This design comes from an exercise in tuning for small area and a short achievable clock period on the open sky130 flow, not from production work. Only simulation tests tie the RTL to the original design; equivalence was not proved.

<file path="design/flow/config.mk">
export PLATFORM = sky130hd
export DESIGN_NAME = adpll_ctrl
export DESIGN_NICKNAME = adpll_ctrl
export VERILOG_FILES = /design/flow/design.v
export SDC_FILE = /design/flow/constraint.sdc
export NUM_CORES = 4
export LEC_CHECK = 0
export CAP_MARGIN = 20
export CORE_MARGIN = 2
export CORE_UTILIZATION = 40
export SLEW_MARGIN = 20
</file>
<file path="design/flow/run.sh">
#!/bin/bash
# synth_recipe.tcl (not shown) runs the flow's synth.tcl, then flattens the netlist and writes it again
# the make line also repeats each setting of config.mk as NAME=value (left out here)
make -C /OpenROAD-flow-scripts/flow DESIGN_CONFIG=/design/flow/config.mk WORK_HOME=/design/flow/orfs CLKGATE_MAP_FILE= SYNTH_SCRIPT=/design/flow/synth_recipe.tcl finish
</file>
<file path="design/flow/design.v">
package adpll_cfg_pkg;
   localparam int FCWW = 26;
   localparam int INTW = 12;
   localparam int FRAW = 14;
   localparam int ACCW = 27;
   localparam int OTWW = 13;
   localparam int LW  = 5;
   localparam int MSW = 8;
   localparam int L_MAX  = 12;
   localparam int L_MIN  = -13;
   localparam int MS_MAX = 127;
   localparam int MS_MIN = -128;
   localparam int OTW_SHIFT = 7;
   localparam int TCW       = 9;
   localparam int T_TDC_PU  = 16;
   localparam int T_INJ_PU  = 48;
   localparam int T_PU_DONE = 112;
   localparam int T_CH_LOCK = 480;
   localparam int LCW           = 5;
   localparam int LOCK_N_FINE   = 15;
   localparam int LOCK_N_COARSE = 8;
endpackage
package adpll_types_pkg;
   typedef enum logic [1:0] {
      MODE_PD   = 2'd0,
      MODE_TEST = 2'd1,
      MODE_RX   = 2'd2,
      MODE_TX   = 2'd3
   } adpll_mode_e;
   typedef enum logic [2:0] {
      ST_IDLE = 3'd0,
      ST_PU   = 3'd1,
      ST_CL   = 3'd2,
      ST_CM   = 3'd3,
      ST_CS   = 3'd4
   } acq_state_e;
   typedef struct packed {
      logic [3:0] alpha;
      logic [3:0] beta;
      logic [2:0] lambda;
      logic [1:0] iir_n;
      logic       en_integral;
   } filt_cfg_s;
   typedef struct packed {
      logic [3:0] alpha_s;
      logic [2:0] lambda;
      logic [1:0] iir_n;
   } coef_set_s;
   typedef struct packed {
      logic [3:0] alpha_l;
      logic [3:0] alpha_m;
      logic [3:0] beta;
      coef_set_s  rx;
      coef_set_s  tx;
   } coef_regs_s;
   typedef struct packed {
      logic signed [4:0]  l;
      logic signed [7:0] m;
      logic signed [7:0] s;
   } bank_words_s;
   typedef struct packed {
      logic dco_pd;
      logic tdc_pd;
      logic tdc_pd_inj;
   } pwr_ctrl_s;
   typedef struct packed {
      bank_words_s words;
      pwr_ctrl_s   pd;
   } test_ctrl_s;
endpackage
module loop_filter (
   input  logic                                     clk,
   input  logic                                     rst_accum_all,
   input  logic                                     accum_clr,
   input  logic [adpll_cfg_pkg::FCWW-1:0]           fcw,
   input  logic [adpll_cfg_pkg::INTW-1:0]           tdc_word,
   input  adpll_types_pkg::filt_cfg_s               filt,
   output logic signed [adpll_cfg_pkg::OTWW-1:0]    otw_round
);
   logic                                   clr;
   logic signed [adpll_cfg_pkg::ACCW-1:0]  ph_diff;
   logic signed [adpll_cfg_pkg::ACCW-1:0]  acc_d, acc_q;
   logic signed [adpll_cfg_pkg::ACCW-1:0]  iir1_d, iir2_d, iir3_d;
   logic signed [adpll_cfg_pkg::ACCW-1:0]  iir1_q, iir2_q, iir3_q;
   logic signed [adpll_cfg_pkg::ACCW-1:0]  tap;
   logic signed [adpll_cfg_pkg::ACCW-1:0]  integ_d, integ_q;
   logic signed [adpll_cfg_pkg::ACCW-1:0]  ntw, otw;
   logic signed [adpll_cfg_pkg::OTWW-1:0]  otw_int;
   function automatic logic signed [adpll_cfg_pkg::ACCW-1:0] iir_step(
      input logic signed [adpll_cfg_pkg::ACCW-1:0] x,
      input logic signed [adpll_cfg_pkg::ACCW-1:0] y,
      input logic [2:0]                            lam
   );
      iir_step = (x >>> lam) - (y >>> lam) + y;
   endfunction
   assign clr = rst_accum_all | accum_clr;
   assign ph_diff = $signed({1'b0, fcw}) -
                    $signed({1'b0, tdc_word, {adpll_cfg_pkg::FRAW{1'b0}}});
   assign acc_d   = acc_q + ph_diff;
   assign iir1_d = iir_step(acc_d,  iir1_q, filt.lambda);
   assign iir2_d = iir_step(iir1_d, iir2_q, filt.lambda);
   assign iir3_d = iir_step(iir2_d, iir3_q, filt.lambda);
   always_comb begin
      case (filt.iir_n)
         2'd0:    tap = acc_d;
         2'd1:    tap = iir1_d;
         2'd2:    tap = iir2_d;
         default: tap = iir3_d;
      endcase
   end
   assign integ_d = tap + integ_q;
   always_ff @(posedge clk) begin
      if (clr) begin
         acc_q   <= '0;
         iir1_q  <= '0;
         iir2_q  <= '0;
         iir3_q  <= '0;
         integ_q <= '0;
      end else begin
         acc_q  <= acc_d;
         iir1_q <= iir1_d;
         iir2_q <= iir2_d;
         iir3_q <= iir3_d;
         if (filt.en_integral) begin
            integ_q <= integ_d;
         end
      end
   end
   assign ntw = filt.en_integral ? (integ_d >>> filt.beta) + (tap >>> filt.alpha)
                                 : (tap >>> filt.alpha);
   assign otw     = ntw <<< adpll_cfg_pkg::OTW_SHIFT;
   assign otw_int = otw[adpll_cfg_pkg::ACCW-1:adpll_cfg_pkg::FRAW];
   assign otw_round = otw_int + $signed({{(adpll_cfg_pkg::OTWW-1){1'b0}},
                                         otw[adpll_cfg_pkg::FRAW-1]});
endmodule
module acq_sequencer (
   input  logic                                     clk,
   input  logic                                     rst_accum_all,
   input  logic [adpll_cfg_pkg::FCWW-1:0]           fcw,
   input  adpll_types_pkg::adpll_mode_e             mode,
   input  adpll_types_pkg::coef_regs_s              coefs,
   input  logic                                     lock_seen,
   input  logic signed [adpll_cfg_pkg::OTWW-1:0]    lock_word,
   output adpll_types_pkg::acq_state_e              state,
   output adpll_types_pkg::filt_cfg_s               filt,
   output logic                                     accum_clr,
   output logic                                     ld_en,
   output logic                                     ld_clr,
   output adpll_types_pkg::bank_words_s             fixed_words,
   output adpll_types_pkg::pwr_ctrl_s               pwr,
   output logic                                     channel_lock
);
   logic [adpll_cfg_pkg::FCWW-1:0]  fcw_last;
   adpll_types_pkg::adpll_mode_e    mode_last;
   logic [adpll_cfg_pkg::TCW-1:0]   time_cnt;
   logic                            en_integral;
   adpll_types_pkg::coef_set_s      cs;
   assign cs = (mode == adpll_types_pkg::MODE_TX) ? coefs.tx : coefs.rx;
   always_comb begin
      filt.alpha       = coefs.rx.alpha_s;
      filt.beta        = coefs.beta;
      filt.lambda      = coefs.rx.lambda;
      filt.iir_n       = 2'd0;
      filt.en_integral = en_integral;
      case (state)
         adpll_types_pkg::ST_CL: filt.alpha = coefs.alpha_l;
         adpll_types_pkg::ST_CM: filt.alpha = coefs.alpha_m;
         adpll_types_pkg::ST_CS: begin
            filt.alpha  = cs.alpha_s;
            filt.lambda = cs.lambda;
            filt.iir_n  = cs.iir_n;
         end
         default: ;
      endcase
   end
   always_ff @(posedge clk) begin
      if (rst_accum_all) begin
         state        <= adpll_types_pkg::ST_IDLE;
         time_cnt     <= '0;
         pwr          <= '1;
         accum_clr    <= 1'b0;
         ld_en        <= 1'b0;
         ld_clr       <= 1'b0;
         fixed_words  <= '0;
         channel_lock <= 1'b0;
         en_integral  <= 1'b0;
         fcw_last     <= '0;
         mode_last    <= adpll_types_pkg::MODE_PD;
      end else begin
         fcw_last  <= fcw;
         mode_last <= mode;
         if (fcw != fcw_last || mode != mode_last) begin
            state <= adpll_types_pkg::ST_IDLE;
         end else begin
            case (state)
               adpll_types_pkg::ST_IDLE: begin
                  time_cnt     <= '0;
                  fixed_words  <= '0;
                  ld_en        <= 1'b0;
                  ld_clr       <= 1'b1;
                  channel_lock <= 1'b0;
                  en_integral  <= 1'b0;
                  if (mode == adpll_types_pkg::MODE_PD) begin
                     pwr <= '1;
                  end
                  if (mode == adpll_types_pkg::MODE_RX || mode == adpll_types_pkg::MODE_TX) begin
                     state <= adpll_types_pkg::ST_PU;
                  end
               end
               adpll_types_pkg::ST_PU: begin
                  time_cnt   <= time_cnt + 1'b1;
                  pwr.dco_pd <= 1'b0;
                  if (time_cnt == adpll_cfg_pkg::T_TDC_PU) begin
                     pwr.tdc_pd <= 1'b0;
                  end
                  if (time_cnt == adpll_cfg_pkg::T_INJ_PU) begin
                     pwr.tdc_pd_inj <= 1'b0;
                  end
                  if (time_cnt == adpll_cfg_pkg::T_PU_DONE) begin
                     state     <= adpll_types_pkg::ST_CL;
                     accum_clr <= 1'b1;
                     time_cnt  <= '0;
                  end
               end
               adpll_types_pkg::ST_CL: begin
                  accum_clr <= 1'b0;
                  ld_clr    <= 1'b0;
                  ld_en     <= 1'b1;
                  if (lock_seen && !ld_clr) begin
                     fixed_words.l <= lock_word[adpll_cfg_pkg::LW-1:0];
                     state         <= adpll_types_pkg::ST_CM;
                     accum_clr     <= 1'b1;
                     ld_clr        <= 1'b1;
                  end
               end
               adpll_types_pkg::ST_CM: begin
                  accum_clr <= 1'b0;
                  ld_clr    <= 1'b0;
                  if (lock_seen && !ld_clr) begin
                     fixed_words.m <= lock_word[adpll_cfg_pkg::MSW-1:0];
                     state         <= adpll_types_pkg::ST_CS;
                     accum_clr     <= 1'b1;
                     ld_en         <= 1'b0;
                  end
               end
               adpll_types_pkg::ST_CS: begin
                  accum_clr <= 1'b0;
                  time_cnt  <= time_cnt + 1'b1;
                  if (coefs.beta != 4'd0) begin
                     en_integral <= 1'b1;
                  end
                  if (time_cnt == adpll_cfg_pkg::T_CH_LOCK) begin
                     channel_lock <= 1'b1;
                  end
               end
               default: state <= adpll_types_pkg::ST_IDLE;
            endcase
         end
      end
   end
endmodule
module freq_lock_detector (
   input  logic                                     clk,
   input  logic                                     rst_accum_all,
   input  logic                                     ld_en,
   input  logic                                     ld_clr,
   input  adpll_types_pkg::acq_state_e              state,
   input  logic signed [adpll_cfg_pkg::OTWW-1:0]    otw_sat,
   output logic                                     lock_seen,
   output logic signed [adpll_cfg_pkg::OTWW-1:0]    lock_word
);
   logic signed [adpll_cfg_pkg::OTWW-1:0]  cand1, cand2;
   logic [adpll_cfg_pkg::LCW-1:0]          cnt1, cnt2;
   logic [adpll_cfg_pkg::LCW-1:0]          inc1, inc2;
   int                                     lock_n;
   assign inc1 = cnt1 + 1'b1;
   assign inc2 = cnt2 + 1'b1;
   assign lock_n = (state == adpll_types_pkg::ST_CL) ? adpll_cfg_pkg::LOCK_N_COARSE
                                                     : adpll_cfg_pkg::LOCK_N_FINE;
   always_ff @(posedge clk) begin
      if (rst_accum_all || ld_clr) begin
         cand1     <= '1;
         cand2     <= '1;
         cnt1      <= '0;
         cnt2      <= '0;
         lock_seen <= 1'b0;
         lock_word <= '1;
      end else if (ld_en) begin
         if (otw_sat == cand1) begin
            cnt1 <= inc1;
            if (inc1 == lock_n) begin
               lock_seen <= 1'b1;
               lock_word <= cand1;
            end
         end else if (otw_sat == cand2) begin
            cnt2 <= inc2;
            if (inc2 == lock_n) begin
               lock_seen <= 1'b1;
               lock_word <= cand2;
            end
         end else begin
            cand1 <= otw_sat;
            cnt1  <= 1;
            cand2 <= cand1;
            cnt2  <= cnt1;
         end
      end
   end
endmodule
module bank_word_combiner (
   input  adpll_types_pkg::acq_state_e              state,
   input  adpll_types_pkg::adpll_mode_e             mode,
   input  logic                                     accum_clr,
   input  logic signed [adpll_cfg_pkg::OTWW-1:0]    otw_round,
   input  adpll_types_pkg::bank_words_s             fixed_words,
   input  adpll_types_pkg::test_ctrl_s              test,
   output logic signed [adpll_cfg_pkg::OTWW-1:0]    otw_sat,
   output adpll_types_pkg::bank_words_s             dco_words,
   output logic                                     channel_sat
);
   function automatic logic signed [adpll_cfg_pkg::OTWW-1:0] clamp(
      input logic signed [adpll_cfg_pkg::OTWW-1:0] v,
      input int                                    hi,
      input int                                    lo
   );
      if (v > hi) begin
         clamp = hi[adpll_cfg_pkg::OTWW-1:0];
      end else if (v < lo) begin
         clamp = lo[adpll_cfg_pkg::OTWW-1:0];
      end else begin
         clamp = v;
      end
   endfunction
   assign otw_sat = (state == adpll_types_pkg::ST_CL) ?
                    clamp(otw_round, adpll_cfg_pkg::L_MAX, adpll_cfg_pkg::L_MIN) :
                    clamp(otw_round, adpll_cfg_pkg::MS_MAX, adpll_cfg_pkg::MS_MIN);
   always_comb begin
      if (mode == adpll_types_pkg::MODE_TEST) begin
         dco_words = test.words;
      end else begin
         dco_words.l = (state == adpll_types_pkg::ST_CL && !accum_clr) ?
                       otw_sat[adpll_cfg_pkg::LW-1:0] : fixed_words.l;
         dco_words.m = (state == adpll_types_pkg::ST_CM && !accum_clr) ?
                       otw_sat[adpll_cfg_pkg::MSW-1:0] : fixed_words.m;
         dco_words.s = (state == adpll_types_pkg::ST_CS && !accum_clr) ?
                       otw_sat[adpll_cfg_pkg::MSW-1:0] : fixed_words.s;
      end
   end
   assign channel_sat = (dco_words.s == adpll_cfg_pkg::MS_MIN) ||
                        (dco_words.s == adpll_cfg_pkg::MS_MAX);
endmodule
module adpll_ctrl (
   input  logic         clk,
   input  logic         rst_accum_all,
   input  logic [25:0]  fcw,
   input  logic [1:0]   adpll_mode,
   input  logic [11:0]  tdc_word,
   input  logic [29:0]  coefs,
   input  logic [23:0]  test,
   output logic [20:0]  dco_words,
   output logic [2:0]   pwr,
   output logic         channel_lock,
   output logic         channel_sat
);
   adpll_types_pkg::adpll_mode_e           adpll_mode_t;
   adpll_types_pkg::coef_regs_s            coefs_t;
   adpll_types_pkg::test_ctrl_s            test_t;
   adpll_types_pkg::bank_words_s           dco_words_t;
   adpll_types_pkg::pwr_ctrl_s             pwr_t;
   assign adpll_mode_t = adpll_types_pkg::adpll_mode_e'(adpll_mode);
   assign coefs_t      = coefs;
   assign test_t       = test;
   assign dco_words    = dco_words_t;
   assign pwr          = pwr_t;
   adpll_types_pkg::acq_state_e            state;
   adpll_types_pkg::filt_cfg_s             filt;
   adpll_types_pkg::bank_words_s           fixed_words;
   adpll_types_pkg::pwr_ctrl_s             pwr_seq;
   logic                                   accum_clr;
   logic                                   ld_en, ld_clr;
   logic                                   lock_seen;
   logic signed [adpll_cfg_pkg::OTWW-1:0]  lock_word;
   logic signed [adpll_cfg_pkg::OTWW-1:0]  otw_round, otw_sat;
   loop_filter loop_filter0 (
      .clk(clk), .rst_accum_all(rst_accum_all), .accum_clr(accum_clr),
      .fcw(fcw), .tdc_word(tdc_word), .filt(filt), .otw_round(otw_round)
   );
   acq_sequencer acq_sequencer0 (
      .clk(clk), .rst_accum_all(rst_accum_all), .fcw(fcw), .mode(adpll_mode_t),
      .coefs(coefs_t), .lock_seen(lock_seen), .lock_word(lock_word), .state(state),
      .filt(filt), .accum_clr(accum_clr), .ld_en(ld_en), .ld_clr(ld_clr),
      .fixed_words(fixed_words), .pwr(pwr_seq), .channel_lock(channel_lock)
   );
   freq_lock_detector freq_lock_detector0 (
      .clk(clk), .rst_accum_all(rst_accum_all), .ld_en(ld_en), .ld_clr(ld_clr),
      .state(state), .otw_sat(otw_sat), .lock_seen(lock_seen), .lock_word(lock_word)
   );
   bank_word_combiner bank_word_combiner0 (
      .state(state), .mode(adpll_mode_t), .accum_clr(accum_clr), .otw_round(otw_round),
      .fixed_words(fixed_words), .test(test_t), .otw_sat(otw_sat),
      .dco_words(dco_words_t), .channel_sat(channel_sat)
   );
   assign pwr_t = (adpll_mode_t == adpll_types_pkg::MODE_TEST) ? test_t.pd : pwr_seq;
endmodule
</file>
<file path="design/flow/constraint.sdc">
create_clock -name core_clock -period 33.0 [get_ports {clk}]
set_input_delay 6.6000 -clock core_clock [delete_from_list [all_inputs] [get_ports {clk}]]
set_output_delay 6.6000 -clock core_clock [all_outputs]
set_load 0.01 [all_outputs]
</file>
==> summary.txt <==
[what timing repair did]
action                                  in CTS  in global routing
cloned                                       0                  1
pin swaps                                    0                 32
endpoints found under the setup margin       7                 22
resized for setup                            9                220
buffers inserted                             0                 20
[cells in the final DEF (no fill, tap or decap), types with 82 or more instances in the layout]
cell and instances:
sky130_fd_sc_hd__buf_4 382, sky130_fd_sc_hd__mux2i_1 188, sky130_fd_sc_hd__nand2_1 536, sky130_fd_sc_hd__ha_1 136
sky130_fd_sc_hd__dfxtp_1 240, sky130_fd_sc_hd__o21ai_0 220, sky130_fd_sc_hd__nor2_1 560, sky130_fd_sc_hd__a21oi_1 397
sky130_fd_sc_hd__xnor2_1 82, sky130_fd_sc_hd__fa_1 91, sky130_fd_sc_hd__nand3_1 101, sky130_fd_sc_hd__inv_1 381
sky130_fd_sc_hd__clkdlybuf4s50_1 119
[critical path, delay by kind of cell]
kind | cells | cell delay [ps]
xor+xnor | 4 | 860
simple gates | 19 | 3910
buf+inv | 15 | 2500
compound gates | 34 | 6390
fa+ha+maj | 10 | 4070
mux | 4 | 1170
[cell families after synthesis]
kind of cell    synth area share
simple gates               0.242
compound gates             0.273
buf+inv                   0.0783
fa+ha+maj                  0.125
flops                      0.153
mux                       0.0817
xor+xnor                  0.0463
[metrics by stage]
stage | TNS [ps] | utilization
6_report | 0 | 0.490
5_1_grt | -783 | 0.490
4_1_cts | 0 | 0.476
3_5_place_dp | -425 | 0.461
3_3_place_gp | -336 | 0.461
2_1_floorplan | 0 | -
[registers in the layout (all words and copies together) (netlist names)]
signal and flops:
acq_sequencer0.accum_clr 1, acq_sequencer0.channel_lock 1, acq_sequencer0.en_integral 1, acq_sequencer0.fcw_last 26, acq_sequencer0.fixed_words 13, acq_sequencer0.ld_clr 1
acq_sequencer0.ld_en 1, acq_sequencer0.mode_last 2, acq_sequencer0.pwr 3, acq_sequencer0.state 3, acq_sequencer0.time_cnt 9, freq_lock_detector0.cand1 13
freq_lock_detector0.cand2 13, freq_lock_detector0.cnt1 5, freq_lock_detector0.cnt2 5, freq_lock_detector0.lock_seen 1, freq_lock_detector0.lock_word 8, loop_filter0.acc_q 27
loop_filter0.iir1_q 27, loop_filter0.iir2_q 27, loop_filter0.iir3_q 27, loop_filter0.integ_q 27
[final timing paths]
| path | startpoint | end | slack [ps] | cells after the start |
|---|---|---|---|---|
| hold reg to reg | acq_sequencer0.fixed_words[11] | acq_sequencer0.fixed_words[11] | 450 | 2 |
| setup / recovery | fcw[9] | dco_words[8] | 880 | 86 |
| setup reg to reg | acq_sequencer0.state[0] | freq_lock_detector0.lock_seen | 12720 | 83 |
| hold / removal | acq_sequencer0.fixed_words[11] | acq_sequencer0.fixed_words[11] | 450 | 2 |
[final cells by class]
| class | count | area (um2) | area share |
|---|---|---|---|
| Antenna cell | 1 | 2.50 | 0.0000657 |
| Timing Repair Buffer | 505 | 4120 | 0.108 |
| Clock inverter | 16 | 171 | 0.00450 |
| Clock buffer | 45 | 963 | 0.0253 |
| Tap cell | 1040 | 1300 | 0.0342 |
| Multi-Input combinational cell | 3622 | 25300 | 0.663 |
| Inverter | 384 | 1440 | 0.0379 |
| Sequential cell | 241 | 4830 | 0.127 |
[cell usage after synthesis, types with 73 or more instances]
master,instances,area share
sky130_fd_sc_hd__ha_1,170,0.068
sky130_fd_sc_hd__dfxtp_1,241,0.15
sky130_fd_sc_hd__nor3_1,74,0.012
sky130_fd_sc_hd__xnor2_1,99,0.028
sky130_fd_sc_hd__clkbuf_1,192,0.023
sky130_fd_sc_hd__inv_1,381,0.045
sky130_fd_sc_hd__and2_1,73,0.015
sky130_fd_sc_hd__nand3_1,103,0.016
sky130_fd_sc_hd__nand2_1,538,0.064
sky130_fd_sc_hd__fa_1,91,0.058
sky130_fd_sc_hd__mux2i_1,195,0.062
sky130_fd_sc_hd__nor2_1,569,0.068
sky130_fd_sc_hd__a21oi_1,432,0.069
sky130_fd_sc_hd__o21ai_0,248,0.039
sky130_fd_sc_hd__a211oi_1,85,0.020
[per-layer routing]
layer  global-route usage  up-vias  routed length (um)
met5                    0        -                  11
met4               0.0729        2                3180
met3               0.0315      181                7840
met2                0.464     1150               55000
met1                0.393    16200               53500
li1                     -    16500                   -
==> summary.txt <==
Among the stages of the critical path, the cell type that occurs most often is sky130_fd_sc_hd__inv_1. The worst setup path is captured at a primary output. The post-synthesis instance total is 4508. The global placer's final weighted congestion came out at 0.964. The HPWL after detailed placement came out at 94000 um. The standard cell area after detailed placement is 0.0358 mm2. The worst slack after detailed placement came out at -191 ps. The portion of the post-synthesis area used by sequential elements is 0.153.

Counting the buffers created by CTS gives 34. The clock passes through at most 3 buffers. The count of hold-fix buffers inserted at cts is 0.

The fraction of layout instances using a drive strength above 1 came out at 0.155. The count of placed standard cells in the final layout, fillers left out is 5854. The initial cell density of the core came out at 0.405. The vertical extent of the die is 285 um. The post-layout minimum cycle time is between 30000 and 40000 ps.

The run finished with no timing, DRC or antenna violations. The arrival time reported for the critical path endpoint came out at 25520 ps. The final layout net count came out at 5145.

The total wire length after detailed routing is 120000 um. The number of global-route vias before repair is 31.7k. The total standard cell area after synthesis came out at 0.0315 mm2. The number of port buffers came out at 121. The number of design-rule violations left by the first detailed-router iteration is slightly above 3k. The via-per-instance ratio is about 5.8. The clock insertion delay at the later pin of the skew report is approximately 570 ps. The final design instance area without fill is 0.0381 mm2. The count of antenna-violating nets left after detailed routing is 0. The count of H-tree levels built during CTS is 2.

The number of maximum-capacitance constraint violations came out at 0. The TritonCTS clock tree is built. The tightest slew margin relative to the limit came out at 0.261. The clock-pin slew of the registers on the worst-case setup and hold paths came out at 60 ps.

The number of enable-type register cells in the synthesized netlist is 0. The path class of the tightest hold or removal check is reg2reg. The cell row count is about 100. The total routing usage reported by global routing is 0.283. The global-route wire length before repair came out at 183000 um. Setup slack closes at 884 ps. The horizontal die dimension came out at 285 um. The Yosys warning count came out at 4. For this design, the slowest cell found on the critical path is sky130_fd_sc_hd__fa_1. Dividing the final minimum period by the clock period gives 0.973.

Synthesis inferred around 240 register bits. The pin count of the biggest net entering global routing came out at 79. The area of the core came out at 0.0777 mm2. In this run, placement finished with an instance count of 5771. The total number of vias is 34.1k. The first detailed-routing pass ran for 8 iterations.

The worst hold slack is 447 ps. On the final layout, the worst clock skew is a little over 30 ps. Along the worst path, the maximum fanout reaches 9.

The clock sink total is 241. STA classifies the critical path startpoint as a primary input. The number of hold violations in the final report came out at 0. Counting flops with an async set or reset pin after synthesis yields a share of 0.

Data on the critical path is required at its endpoint by approximately 26000 ps. The number of pins with negative max-slew slack in the final report is 0. The critical path is of the in2out type.

The remaining design rule violation count came out at 0. The fmax came out at a little over 30 MHz. The per-instance average area after synthesis is around 7 um2.

The area growth from synthesis to final layout is 20.9%. The final count of negative-setup-slack endpoints came out at 0. The initial antenna violation count is 2. The top-level I/O count is 122. The synthesized net count came out at 4865. The die area came out at 0.0810 mm2. The worst-margin pin slew came out at approximately 1100 ps. Global routing finished with a remaining overflow of 0. The count of filler cells inserted in the layout is 7840. The largest stage delay on the critical path is 560 ps. The most used flip-flop cell after synthesis is sky130_fd_sc_hd__dfxtp_1. The root buffer cell chosen for the clock tree is sky130_fd_sc_hd__clkbuf_16. The number of different library cells in the post-synthesis netlist is 126.

Dividing the detail-routed wire length by the instance count gives 20.4 um.

## afterwards: timing with drivers on the ports
No port has a modelled driver above. Below, the same layout with a new extraction and two added sets of constraints.
Step 1: set_driving_cell puts a clkbuf_16 on clk and a buf_2 on each other input, an assumption about the parent block.
Step 2 times the ports against the registers' clock, not the clock port: input delays grow and output delays shrink by t, the midpoint of the rising clock arrivals with the driver on.
Three values: ideal, step 1, step 2; two values: the first two.
t, ns: 0.624
slack for setup (ns): 0.884 / 0.861 / 0.861
latest minus earliest clock arrival (ns): 0.030 / 0.030
After both steps this run still meets setup and hold. The setup slack of this run moves by -0.023 ns with the drivers and by -0.023 ns with both steps.
